What follows belongs to an exercise in optimizing a design on an open flow for small area, a short achievable clock period and few clock cycles per item; a production flow would make more cautious choices. RTL that was checked went through simulation tests only; none was proved equivalent to the original. Power and IR drop assume default switching activity.

==> v3 <==
## serial_packet_framer_deframer_core
module serial_packet_framer_deframer_core #(
   parameter int TX_BUFFER_DEPTH = 256
) (
   input  logic       clock,
   input  logic       reset,
   input  logic       req_valid,
   output logic       req_ready,
   input  logic [2:0] req_action,
   input  logic [7:0] req_byte_value,
   input  logic [7:0] req_load_index,
   input  logic [7:0] req_tx_length,
   output logic       rsp_valid,
   input  logic       rsp_ready,
   output logic [1:0] rsp_kind,
   output logic [7:0] rsp_out_byte,
   output logic [7:0] rsp_position,
   output logic [7:0] rsp_packet_length,
   output logic       rsp_tx_busy
);
==> flow/config.mk <==
export PLATFORM = sky130hd
export DESIGN_NAME = serial_packet_framer_deframer_core
export DESIGN_NICKNAME = serial_packet_framer_deframer_core
export VERILOG_FILES = /design/flow/design.v
export SDC_FILE = /design/flow/constraint.sdc
export NUM_CORES = 4
export LEC_CHECK = 0
export ABC_CLOCK_PERIOD_IN_PS = 2500
export CAP_MARGIN = 20
export CORE_MARGIN = 2
export CORE_UTILIZATION = 55
export CTS_CLUSTER_DIAMETER = 120
export CTS_CLUSTER_SIZE = 26
export SETUP_SLACK_MARGIN = 2.0
export SLEW_MARGIN = 20
==> flow/constraint.sdc <==
create_clock -name core_clock -period 5.0 [get_ports {clock}]
set_input_delay 1.0000 -clock core_clock [delete_from_list [all_inputs] [get_ports {clock}]]
set_output_delay 1.0000 -clock core_clock [all_outputs]
set_load 0.01 [all_outputs]
standard.sh (not shown) runs the stock make flow with config.mk's settings and CLKGATE_MAP_FILE= SYNTH_SCRIPT=/design/flow/synth_recipe.tcl, a recipe that flattens the netlist after the stock synthesis.
==> flow/flow/run.sh <==
#!/bin/bash
# The standard layout (standard.sh, the standard flow's own ORFS run), with two changes:
# the port buffers are buf_2 cells instead of the slow delay-buffer cell that
# buffer_ports picks by default, and the resizer may swap cells across
# footprints. Every port still gets a buffer. make's full output goes to
# layout.log in this folder; ORFS keeps each step's log under orfs/logs.
set -euo pipefail
bash standard.sh "BUFFER_PORTS_ARGS=-buffer_cell sky130_fd_sc_hd__buf_2" \
   MATCH_CELL_FOOTPRINT=0 finish > layout.log 2>&1
==> v12 (differences from v3) <==
--- a/flow/design.v
+++ b/flow/design.v
@@ -282,15 +282,16 @@
       ring_wr_data_in = 8'd0;
       ring_wr_seg_in  = 5'd0;
       for (int q = 0; q < NPQ; q++) begin
          pq_match[q]  = pq_valid_ff[q] && (pq_idx_ff[q] == req_load_index);
          pq_due[q]    = pq_valid_ff[q] && !pq_sel_ff[q] && (pq_idx_ff[q][2:0] == phase_inc);
          pq_sel_in[q] = pq_due[q] && !found;
          found        = found || pq_due[q];
-         ring_wr_data_in = ring_wr_data_in | ({8{pq_sel_in[q]}} & pq_data_ff[q]);
+         ring_wr_data_in = ring_wr_data_in | ({8{pq_sel_in[q]}}
+                           & ((ring_load && pq_match[q]) ? req_byte_value : pq_data_ff[q]));
          ring_wr_seg_in  = ring_wr_seg_in  | ({5{pq_sel_in[q]}} & pq_idx_ff[q][7:3]);
       end
       pq_direct = ring_load && !(|pq_match) && !found && (req_load_index[2:0] == phase_inc);
       if (pq_direct) begin
          ring_wr_data_in = req_byte_value;
          ring_wr_seg_in  = req_load_index[7:3];
       end
@@ -298,22 +299,21 @@
    always_comb begin
       logic [7:0] fwd;
       fwd          = 8'd0;
       for (int q = 0; q < NPQ; q++) begin
          pq_hit[q]    = pq_valid_ff[q] && (pq_idx_ff[q] == {ref_seg_ff, phase_ff});
          fwd          = fwd | ({8{pq_hit[q]}} & pq_data_ff[q]);
       end
+      if (ring_wr_en_ff && (ring_wr_seg_ff == ref_seg_ff)) begin
+         fwd = fwd | ring_wr_data_ff;
+      end
       ref_data   = fwd;
-      if (!(|pq_hit)) begin
-         if (ring_wr_en_ff && (ring_wr_seg_ff == ref_seg_ff)) begin
-            ref_data = ring_wr_data_ff;
-         end else begin
-            for (int g = 1; g < NSEG; g++) begin
-               ref_data = ref_data | ({8{ref_sel_ff[g]}} & tap[g]);
-            end
+      if (!(|pq_hit) && !(ring_wr_en_ff && (ring_wr_seg_ff == ref_seg_ff))) begin
+         for (int g = 1; g < NSEG; g++) begin
+            ref_data = ref_data | ({8{ref_sel_ff[g]}} & tap[g]);
          end
       end
    end
    logic [NPQ-1:0] pq_alloc;
    logic [7:0]     pq_idx_in [NPQ];
    logic           pq_room_next;
    always_comb begin
@@ -382,15 +382,15 @@
       rx_position_ff <= rx_position_in;
       tx_phase_ff    <= tx_phase_in;
       tx_count_ff    <= tx_count_in;
       tx_position_ff <= tx_position_in;
    end
    always_ff @(posedge clock) begin
       pq_valid_ff <= pq_valid_in;
-      pq_sel_ff   <= pq_sel_in & ~({NPQ{ring_load}} & pq_match);
+      pq_sel_ff   <= pq_sel_in;
       ring_wr_en_ff   <= (|pq_due) || pq_direct;
       ring_wr_seg_ff  <= ring_wr_seg_in;
       ring_wr_data_ff <= ring_wr_data_in;
       for (int q = 0; q < NPQ; q++) begin
          if ((ring_load && pq_match[q]) || pq_alloc[q]) begin
             pq_data_ff[q] <= req_byte_value;
          end
==> flow/run.sh (new file) <==
#!/bin/bash
# synth_recipe.tcl (not shown) runs the flow's synth.tcl, then flattens the netlist and writes it again
# the make line also repeats each setting of config.mk as NAME=value (left out here)
make -C /OpenROAD-flow-scripts/flow DESIGN_CONFIG=/design/flow/config.mk WORK_HOME=/design/flow/orfs CLKGATE_MAP_FILE= SYNTH_SCRIPT=/design/flow/synth_recipe.tcl finish
Settings changed: CORE_UTILIZATION 55 to 50, PLACE_DENSITY from default to 0.8.
removed: flow/flow/run.sh
removed: flow/standard.sh
==> v11 (differences from v3) <==
--- a/flow/design.v
+++ b/flow/design.v
@@ -263,14 +263,15 @@
          end
       end
    end
    assign ref_own_stay = !pos_in_head && (phase_inc == tx_position_ff[2:0]);
    assign ref_own_step = (!pos_in_head || pos_lo_max) && (phase_inc == pos_inc[2:0]);
    assign ref_seg_in   = act_start ? 5'd1 : consume ? ref_seg_step : ref_seg_stay;
    assign ref_own_in   = !act_start && (consume ? ref_own_step : ref_own_stay);
+   logic [NPQ-1:0] pq_elig_ff, pq_elig_in;            
    logic [NPQ-1:0] pq_sel_ff, pq_sel, pq_due, pq_sel_in, pq_match, pq_hit;
    logic         pq_direct;
    logic         ring_wr_en_ff;
    logic [4:0]   ring_wr_seg_ff, ring_wr_seg_in;
    logic [7:0]   ring_wr_data_ff, ring_wr_data_in;
    assign pq_sel       = pq_sel_ff;
    assign ring_wr_en   = ring_wr_en_ff;
@@ -282,38 +283,38 @@
       ring_wr_data_in = 8'd0;
       ring_wr_seg_in  = 5'd0;
       for (int q = 0; q < NPQ; q++) begin
          pq_match[q]  = pq_valid_ff[q] && (pq_idx_ff[q] == req_load_index);
          pq_due[q]    = pq_valid_ff[q] && !pq_sel_ff[q] && (pq_idx_ff[q][2:0] == phase_inc);
          pq_sel_in[q] = pq_due[q] && !found;
          found        = found || pq_due[q];
-         ring_wr_data_in = ring_wr_data_in | ({8{pq_sel_in[q]}} & pq_data_ff[q]);
+         ring_wr_data_in = ring_wr_data_in | ({8{pq_sel_in[q]}}
+                           & ((ring_load && pq_match[q]) ? req_byte_value : pq_data_ff[q]));
          ring_wr_seg_in  = ring_wr_seg_in  | ({5{pq_sel_in[q]}} & pq_idx_ff[q][7:3]);
       end
       pq_direct = ring_load && !(|pq_match) && !found && (req_load_index[2:0] == phase_inc);
       if (pq_direct) begin
          ring_wr_data_in = req_byte_value;
          ring_wr_seg_in  = req_load_index[7:3];
       end
    end
    always_comb begin
       logic [7:0] fwd;
       fwd          = 8'd0;
       for (int q = 0; q < NPQ; q++) begin
-         pq_hit[q]    = pq_valid_ff[q] && (pq_idx_ff[q] == {ref_seg_ff, phase_ff});
+         pq_hit[q]    = pq_elig_ff[q] && (pq_idx_ff[q][7:3] == ref_seg_ff);
          fwd          = fwd | ({8{pq_hit[q]}} & pq_data_ff[q]);
       end
+      if (ring_wr_en_ff && (ring_wr_seg_ff == ref_seg_ff)) begin
+         fwd = fwd | ring_wr_data_ff;
+      end
       ref_data   = fwd;
-      if (!(|pq_hit)) begin
-         if (ring_wr_en_ff && (ring_wr_seg_ff == ref_seg_ff)) begin
-            ref_data = ring_wr_data_ff;
-         end else begin
-            for (int g = 1; g < NSEG; g++) begin
-               ref_data = ref_data | ({8{ref_sel_ff[g]}} & tap[g]);
-            end
+      if (!(|pq_hit) && !(ring_wr_en_ff && (ring_wr_seg_ff == ref_seg_ff))) begin
+         for (int g = 1; g < NSEG; g++) begin
+            ref_data = ref_data | ({8{ref_sel_ff[g]}} & tap[g]);
          end
       end
    end
    logic [NPQ-1:0] pq_alloc;
    logic [7:0]     pq_idx_in [NPQ];
    logic           pq_room_next;
    always_comb begin
@@ -326,14 +327,15 @@
       for (int q = 0; q < NPQ; q++) begin
          pq_alloc[q] = ring_load && !(|pq_match) && !pq_direct
                        && (!pq_valid_ff[q] || pq_sel[q]) && !taken;
          taken       = taken || !pq_valid_ff[q] || pq_sel[q];
          pq_valid_in[q] = (pq_valid_ff[q] && !pq_sel[q])
                           || (ring_load && pq_match[q]) || pq_alloc[q];
          pq_idx_in[q]   = pq_alloc[q] ? req_load_index : pq_idx_ff[q];
+         pq_elig_in[q]  = pq_valid_in[q] && (pq_idx_in[q][2:0] == phase_inc);
          free[q]        = !pq_valid_ff[q] || pq_sel[q];
          due_next       = due_next || pq_due[q];
       end
       one = free;
       two = '0;
       for (int w = 1; w < NPQ; w = w * 2) begin
          for (int q = 0; q + w < NPQ; q = q + 2 * w) begin
@@ -382,15 +384,16 @@
       rx_position_ff <= rx_position_in;
       tx_phase_ff    <= tx_phase_in;
       tx_count_ff    <= tx_count_in;
       tx_position_ff <= tx_position_in;
    end
    always_ff @(posedge clock) begin
       pq_valid_ff <= pq_valid_in;
-      pq_sel_ff   <= pq_sel_in & ~({NPQ{ring_load}} & pq_match);
+      pq_elig_ff  <= pq_elig_in;
+      pq_sel_ff   <= pq_sel_in;
       ring_wr_en_ff   <= (|pq_due) || pq_direct;
       ring_wr_seg_ff  <= ring_wr_seg_in;
       ring_wr_data_ff <= ring_wr_data_in;
       for (int q = 0; q < NPQ; q++) begin
          if ((ring_load && pq_match[q]) || pq_alloc[q]) begin
             pq_data_ff[q] <= req_byte_value;
          end
==> flow/run.sh (new file) <==
#!/bin/bash
# synth_recipe.tcl (not shown) runs the flow's synth.tcl, then flattens the netlist and writes it again
# the make line also repeats each setting of config.mk as NAME=value (left out here)
make -C /OpenROAD-flow-scripts/flow DESIGN_CONFIG=/design/flow/config.mk WORK_HOME=/design/flow/orfs CLKGATE_MAP_FILE= SYNTH_SCRIPT=/design/flow/synth_recipe.tcl finish
removed: flow/flow/run.sh
removed: flow/standard.sh
==> v2 (differences from v3) <==
==> flow/run.sh (new file) <==
#!/bin/bash
# synth_recipe.tcl (not shown) runs the flow's synth.tcl, then flattens the netlist and writes it again
# the make line also repeats each setting of config.mk as NAME=value (left out here)
make -C /OpenROAD-flow-scripts/flow DESIGN_CONFIG=/design/flow/config.mk WORK_HOME=/design/flow/orfs CLKGATE_MAP_FILE= SYNTH_SCRIPT=/design/flow/synth_recipe.tcl finish
Settings changed: SETUP_SLACK_MARGIN 2.0 to 2.2.
removed: flow/flow/run.sh
removed: flow/standard.sh
==> run notes <==
metric	v12	v11	v3	v2
Share of power burned in registers	66.3%	65.4%	66.5%	66.2%
Fraction of final layout cells sized beyond drive strength 1	18.3%	18.6%	17.2%	19.3%
Post-DP Area	68300 um2	69000 um2	68500 um2	69100 um2
Crit Reg-Reg Startpoint	tx_position_ff[1]$_DFF_P_	ref_sel_ff[26]$_SDFF_PP0_	ref_sel_ff[10]$_SDFF_PP0_	ref_sel_ff[27]$_SDFF_PP0_
Post-synth EDFFs	307	283	307	307
Die extent in y	365 um	350 um	350 um	350 um
Number of multi-input logic gates	1729	1926	1970	1969
Footprint of the flip-flops and latches	51000 um2	51000 um2	51000 um2	51100 um2
Share of synthesized cell area in and, or, nand and nor gates	4.79%	5.36%	6.21%	6.21%
End point of the worst hold path	g_seg[3].u_seg.slot_ff[6][0]$_DFF_P_	g_seg[21].u_seg.slot_ff[4][5]$_DFF_P_	g_seg[7].u_seg.slot_ff[6][2]$_DFF_P_	g_seg[26].u_seg.slot_ff[7][2]$_DFF_P_
Number of flip-flops and latches	2392	2400	2392	2392
Sequential element share of the synthesized area	78.3%	77.1%	77.4%	77.4%
Launching element of the worst setup path	tx_position_ff[1]$_DFF_P_	req_load_index[4]	ref_sel_ff[10]$_SDFF_PP0_	ref_sel_ff[27]$_SDFF_PP0_
Complex-gate fraction of the synthesized area	5.53%	6.09%	6.17%	6.17%
Run status	finished clean	finished clean	finished clean	finished clean
Testbench counts of v12, summed over its fixed seeds: cycles 32,008, items 32,000.
Testbench counts of v11, summed over its fixed seeds: cycles 32,008, items 32,000.
Function not checked in v3 and v2: the RTL went through the layout flow alone.

separate check: timing with driven ports:
Ports are ideal in the flow. The routed layouts listed here were re-timed in OpenROAD.
Step 1, drivers: a clkbuf_16 drives clock and a buf_2 each remaining input, both assumed.
Step 2 also shifts input and output timing later by t, the mid clock arrival at the registers, as if the neighbouring blocks saw the same clock.
Slacks: no drivers / after step 1 / after step 2; pairs: no drivers / after step 1.
run | t, ns | setup WS [ns] | latest minus earliest clock arrival (ns)
v3 | 0.782 | 1.915 / 1.915 / 1.281 | 0.046 / 0.045
v12 | 0.795 | 1.787 / 1.787 / 1.314 | 0.068 / 0.068
v11 | 0.784 | 1.917 / 1.952 / 1.188 | 0.049 / 0.049
v2 | 0.793 | 1.965 / 1.965 / 1.333 | 0.054 / 0.054
After both steps setup and hold are still met in every run listed. The setup slack of v11, which loses most, moves by +0.035 ns with the drivers and by -0.729 ns with both steps.
